What follows belongs to an exercise in optimizing a design on an open flow for small area; a production flow would make more cautious choices. Only simulation tests tie the RTL to the original design; equivalence was not proved.

==> inputs of v30 <==
==> flow/design.v <==
module commit_unit (
  input  logic        clock,
  input  logic        reset,
  input  logic        Retire_valid,
  input  logic [4:0]  Retire_rd_tag,
  input  logic [4:0]  Retire_rd_reg,
  input  logic [31:0] Retire_data,
  input  logic [31:0] Retire_pc,
  input  logic        Retire_branch,
  input  logic        Retire_branch_taken,
  input  logic        Retire_store_ready,
  output logic        Commit_stall,
  input  logic [4:0]  Arf_rd_addr1,
  input  logic [4:0]  Arf_rd_addr2,
  output logic [31:0] Arf_rd_data1,
  output logic [31:0] Arf_rd_data2,
  output logic [4:0]  Rst_clear_tag,
  output logic        Rst_clear_valid,
  output logic        Store_commit_valid,
  output logic [4:0]  Store_commit_tag,
  input  logic        Store_commit_ready,
  output logic        Flush,
  output logic        Redirect_valid,
  output logic [31:0] Redirect_pc,
  output logic [31:0] Commit_count
);
  logic        st_store;    
  logic        st_flush1;   
  logic        st_flush2;   
  logic [31:1] arf_valid;
  logic [31:0] arf [1:31];
  logic accept;
  logic take_mispredict;
  logic take_store;
  logic take_regwrite;
  logic arf_we;
  always_comb begin
    Commit_stall       = st_store | st_flush1 | st_flush2;
    Store_commit_valid = st_store;
    Flush              = st_flush1 | st_flush2;
    Redirect_valid     = st_flush1;
    accept             = !Commit_stall && Retire_valid;
    take_mispredict    = accept && Retire_branch && Retire_branch_taken;
    take_store         = accept && !Retire_branch && Retire_store_ready;
    take_regwrite      = accept && !Retire_branch && !Retire_store_ready;
    arf_we             = take_regwrite && (Retire_rd_reg != 5'd0);
  end
  always_ff @(posedge clock or posedge reset) begin
    if (reset) begin
      st_store        <= 1'b0;
      st_flush1       <= 1'b0;
      st_flush2       <= 1'b0;
      Rst_clear_valid <= 1'b0;
      Rst_clear_tag   <= 5'd0;
      Store_commit_tag <= 5'd0;
      Redirect_pc     <= 32'd0;
      Commit_count    <= 32'd0;
    end else begin
      st_store        <= take_store | (st_store & !Store_commit_ready);
      st_flush1       <= take_mispredict;
      st_flush2       <= st_flush1;
      Rst_clear_valid <= take_regwrite;
      if (take_regwrite) begin
        Rst_clear_tag <= Retire_rd_tag;
      end
      if (take_store) begin
        Store_commit_tag <= Retire_rd_tag;
      end
      if (take_mispredict) begin
        Redirect_pc <= Retire_pc;
      end
      if (accept) begin
        Commit_count <= Commit_count + 32'd1;
      end
    end
  end
  always_ff @(posedge clock or posedge reset) begin
    if (reset) begin
      arf_valid <= '0;
    end else if (arf_we) begin
      arf_valid[Retire_rd_reg] <= 1'b1;
    end
  end
  always_ff @(posedge clock) begin
    if (arf_we) begin
      arf[Retire_rd_reg] <= Retire_data;
    end
  end
  logic        byp1, byp2;
  logic [31:0] sel1, sel2;
  logic [31:0] col [32];
  always_comb begin
    byp1 = arf_we && (Arf_rd_addr1 == Retire_rd_reg);
    byp2 = arf_we && (Arf_rd_addr2 == Retire_rd_reg);
    sel1[0] = byp1;
    sel2[0] = byp2;
    for (int i = 1; i < 32; i++) begin
      sel1[i] = !byp1 && (Arf_rd_addr1 == 5'(i)) && arf_valid[i];
      sel2[i] = !byp2 && (Arf_rd_addr2 == 5'(i)) && arf_valid[i];
    end
    for (int b = 0; b < 32; b++) begin
      col[b][0] = Retire_data[b];
      for (int i = 1; i < 32; i++) begin
        col[b][i] = arf[i][b];
      end
    end
  end
  for (genvar b = 0; b < 32; b++) begin : g_rd
    commit_unit_rdbit u_rd1 (.sel(sel1), .d(col[b]), .y(Arf_rd_data1[b]));
    commit_unit_rdbit u_rd2 (.sel(sel2), .d(col[b]), .y(Arf_rd_data2[b]));
  end
endmodule
module commit_unit_rdbit (
  input  logic [31:0] sel,
  input  logic [31:0] d,
  output logic        y
);
  logic [10:0] n;
  for (genvar g = 0; g < 10; g++) begin : g_aoi
    commit_unit_aoi222 u_aoi (.s(sel[3*g+2:3*g]), .d(d[3*g+2:3*g]), .y(n[g]));
  end
  assign n[10] = !((sel[30] & d[30]) | (sel[31] & d[31]));
  assign y = !(&n);
endmodule
module commit_unit_aoi222 (
  input  logic [2:0] s,
  input  logic [2:0] d,
  output logic       y
);
  assign y = !(|(s & d));
endmodule
==> flow/run.sh <==
#!/bin/bash
# synth_recipe.tcl (not shown) runs the flow's synth.tcl, then flattens the netlist and writes it again
# the make line also repeats each setting of config.mk as NAME=value (left out here)
make -C /OpenROAD-flow-scripts/flow DESIGN_CONFIG=/design/flow/config.mk WORK_HOME=/design/flow/orfs CLKGATE_MAP_FILE= SYNTH_SCRIPT=/design/flow/synth_recipe.tcl finish
==> flow/config.mk <==
export PLATFORM = sky130hd
export DESIGN_NAME = commit_unit
export DESIGN_NICKNAME = commit_unit
export VERILOG_FILES = /design/flow/design.v
export SDC_FILE = /design/flow/constraint.sdc
export NUM_CORES = 4
export LEC_CHECK = 0
export CAP_MARGIN = 20
export CORE_MARGIN = 2
export CORE_UTILIZATION = 25
export SLEW_MARGIN = 20
export SYNTH_HIERARCHICAL = 1
==> flow/constraint.sdc <==
create_clock -name core_clock -period 10.0 [get_ports {clock}]
set_input_delay 2.0000 -clock core_clock [delete_from_list [all_inputs] [get_ports {clock}]]
set_output_delay 2.0000 -clock core_clock [all_outputs]
set_load 0.01 [all_outputs]
==> v11 (differences from v30) <==
==> flow/design.v, changed modules only <==
module commit_unit (
  input  logic        clock,
  input  logic        reset,
  input  logic        Retire_valid,
  input  logic [4:0]  Retire_rd_tag,
  input  logic [4:0]  Retire_rd_reg,
  input  logic [31:0] Retire_data,
  input  logic [31:0] Retire_pc,
  input  logic        Retire_branch,
  input  logic        Retire_branch_taken,
  input  logic        Retire_store_ready,
  output logic        Commit_stall,
  input  logic [4:0]  Arf_rd_addr1,
  input  logic [4:0]  Arf_rd_addr2,
  output logic [31:0] Arf_rd_data1,
  output logic [31:0] Arf_rd_data2,
  output logic [4:0]  Rst_clear_tag,
  output logic        Rst_clear_valid,
  output logic        Store_commit_valid,
  output logic [4:0]  Store_commit_tag,
  input  logic        Store_commit_ready,
  output logic        Flush,
  output logic        Redirect_valid,
  output logic [31:0] Redirect_pc,
  output logic [31:0] Commit_count
);
  logic        st_store;    
  logic        st_flush1;   
  logic        st_flush2;   
  logic [31:1] arf_valid;
  logic [31:0] arf [1:31];
  logic accept;
  logic take_mispredict;
  logic take_store;
  logic take_regwrite;
  logic arf_we;
  always_comb begin
    Commit_stall       = st_store | st_flush1 | st_flush2;
    Store_commit_valid = st_store;
    Flush              = st_flush1 | st_flush2;
    Redirect_valid     = st_flush1;
    accept             = !Commit_stall && Retire_valid;
    take_mispredict    = accept && Retire_branch && Retire_branch_taken;
    take_store         = accept && !Retire_branch && Retire_store_ready;
    take_regwrite      = accept && !Retire_branch && !Retire_store_ready;
    arf_we             = take_regwrite && (Retire_rd_reg != 5'd0);
  end
  always_ff @(posedge clock or posedge reset) begin
    if (reset) begin
      st_store        <= 1'b0;
      st_flush1       <= 1'b0;
      st_flush2       <= 1'b0;
      Rst_clear_valid <= 1'b0;
      Rst_clear_tag   <= 5'd0;
      Store_commit_tag <= 5'd0;
      Redirect_pc     <= 32'd0;
      Commit_count    <= 32'd0;
    end else begin
      st_store        <= take_store | (st_store & !Store_commit_ready);
      st_flush1       <= take_mispredict;
      st_flush2       <= st_flush1;
      Rst_clear_valid <= take_regwrite;
      if (take_regwrite) begin
        Rst_clear_tag <= Retire_rd_tag;
      end
      if (take_store) begin
        Store_commit_tag <= Retire_rd_tag;
      end
      if (take_mispredict) begin
        Redirect_pc <= Retire_pc;
      end
      if (accept) begin
        Commit_count <= Commit_count + 32'd1;
      end
    end
  end
  logic [31:1] we;
  always_comb begin
    for (int i = 1; i < 32; i++) begin
      we[i] = take_regwrite && (Retire_rd_reg == 5'(i));
    end
  end
  always_ff @(posedge clock or posedge reset) begin
    if (reset) begin
      arf_valid <= '0;
    end else begin
      arf_valid <= arf_valid | we;
    end
  end
  always_ff @(posedge clock) begin
    for (int i = 1; i < 32; i++) begin
      if (we[i]) begin
        arf[i] <= Retire_data;
      end
    end
  end
  logic        byp1, byp2;
  logic [31:1] rd_ok;
  logic [31:0] sel1, sel2;
  logic [31:0] col [32];
  always_comb begin
    byp1 = arf_we && (Arf_rd_addr1 == Retire_rd_reg);
    byp2 = arf_we && (Arf_rd_addr2 == Retire_rd_reg);
    sel1[0] = byp1;
    sel2[0] = byp2;
    for (int i = 1; i < 32; i++) begin
      rd_ok[i] = arf_valid[i] && !we[i];
      sel1[i] = (Arf_rd_addr1 == 5'(i)) && rd_ok[i];
      sel2[i] = (Arf_rd_addr2 == 5'(i)) && rd_ok[i];
    end
    for (int b = 0; b < 32; b++) begin
      col[b][0] = Retire_data[b];
      for (int i = 1; i < 32; i++) begin
        col[b][i] = arf[i][b];
      end
    end
  end
  for (genvar b = 0; b < 32; b++) begin : g_rd
    commit_unit_rdbit u_rd1 (.sel(sel1), .d(col[b]), .y(Arf_rd_data1[b]));
    commit_unit_rdbit u_rd2 (.sel(sel2), .d(col[b]), .y(Arf_rd_data2[b]));
  end
endmodule
module commit_unit_rdbit (
  input  logic [31:0] sel,
  input  logic [31:0] d,
  output logic        y
);
  logic [10:0] n;
  logic [2:0]  p;
  for (genvar g = 0; g < 10; g++) begin : g_aoi
    commit_unit_aoi222 u_aoi (.s(sel[3*g+2:3*g]), .d(d[3*g+2:3*g]), .y(n[g]));
  end
  commit_unit_aoi222 u_aoi_last (.s({sel[31], sel[31:30]}), .d({d[31], d[31:30]}), .y(n[10]));
  commit_unit_nand4 u_nand_a (.a(n[3:0]), .y(p[0]));
  commit_unit_nand4 u_nand_b (.a(n[7:4]), .y(p[1]));
  commit_unit_nand3 u_nand_c (.a(n[10:8]), .y(p[2]));
  commit_unit_or3 u_or (.a(p), .y(y));
endmodule
module commit_unit_nand4 (
  input  logic [3:0] a,
  output logic       y
);
  assign y = !(&a);
endmodule
module commit_unit_nand3 (
  input  logic [2:0] a,
  output logic       y
);
  assign y = !(&a);
endmodule
module commit_unit_or3 (
  input  logic [2:0] a,
  output logic       y
);
  assign y = |a;
endmodule
==> flow/flow/run.sh (new file) <==
#!/bin/bash
# The standard ORFS layout (standard.sh), with two changes made through
# ORFS's own variables:
#  - ports are buffered with the smallest buffer, sky130_fd_sc_hd__buf_1;
#  - clock tree synthesis uses clkbuf_16 in sink clusters of up to 28 and inserts
#    no dummy loads.
# make's full output goes to flow_make.log in this folder; ORFS writes each
# step's log under orfs/logs/.
set -euo pipefail
export BUFFER_PORTS_ARGS="-buffer_cell sky130_fd_sc_hd__buf_1"
export CTS_ARGS="-sink_clustering_enable -repair_clock_nets -dont_use_dummy_load -buf_list sky130_fd_sc_hd__clkbuf_16 -sink_clustering_size 28 -sink_clustering_max_diameter 80"
bash standard.sh finish > flow_make.log 2>&1
==> flow/standard.sh (new file) <==
#!/bin/bash
# synth_recipe.tcl (not shown) runs the flow's synth.tcl, then flattens the netlist and writes it again
# the make line also repeats each setting of config.mk as NAME=value (left out here)
make -C /OpenROAD-flow-scripts/flow DESIGN_CONFIG=/design/flow/config.mk WORK_HOME=/design/flow/orfs CLKGATE_MAP_FILE= SYNTH_SCRIPT=/design/flow/synth_recipe.tcl "${@:-finish}"
--- a/flow/config.mk
+++ b/flow/config.mk
@@ -7,6 +7,6 @@
 export LEC_CHECK = 0
-export CAP_MARGIN = 20
+export CAP_MARGIN = 10
 export CORE_MARGIN = 2
-export CORE_UTILIZATION = 25
-export SLEW_MARGIN = 20
+export CORE_UTILIZATION = 55
+export SLEW_MARGIN = 10
 export SYNTH_HIERARCHICAL = 1
removed: flow/run.sh
==> impl_metrics.ini <==
[drt]
routed_wirelength_mm = 168

[outcome]
run_status = complete, no violations

[layout]
clockNetworkAreaShare = 0.0249

[clocking]
clk_pin_slew_ns = 0.09
# the run above: v11

==> impl_metrics.ini <==
[outcome]
run_status = complete, no violations

[drt]
routed_wirelength_mm = 170

[sta]
worst_slew_pin_slew_ns = 1.27

[grt]
globalRouteMet3Util = 0.0486

[layout]
clockNetworkAreaShare = 0.0743
# the run above: v30

==> static timing again, ports no longer ideal <==
The flow's constraints put no driver on any port. The routed layouts listed below were extracted and timed again, unchanged, in two steps.
Step 1 sets driving cells, clkbuf_16 on the clock port and buf_2 on the other inputs (assumed; they add their load-dependent delay and slew).
Step 2 moves the port delays by t, midway between the first and last clock arrival at a register: inputs arrive t later, outputs are due t later. That takes back most of the time a late clock gives input paths.
a / b / c = no drivers / after step 1 / after step 2; a / b = the first two.
| run | t (ns) | setup slack, ns | worst setup path at the end | latest minus earliest clock arrival (ns) |
|---|---|---|---|---|
| v30 | 0.795 | 0.463 / 0.441 / 0.441 | input to output | 0.072 / 0.073 |
| v11 | 0.709 | 1.281 / 1.246 / 1.246 | input to output | 0.071 / 0.071 |
After both steps every run listed still meets setup and hold. For v11, which loses most, drivers alone change the setup slack by -0.035 ns; drivers and shift together by -0.035 ns.
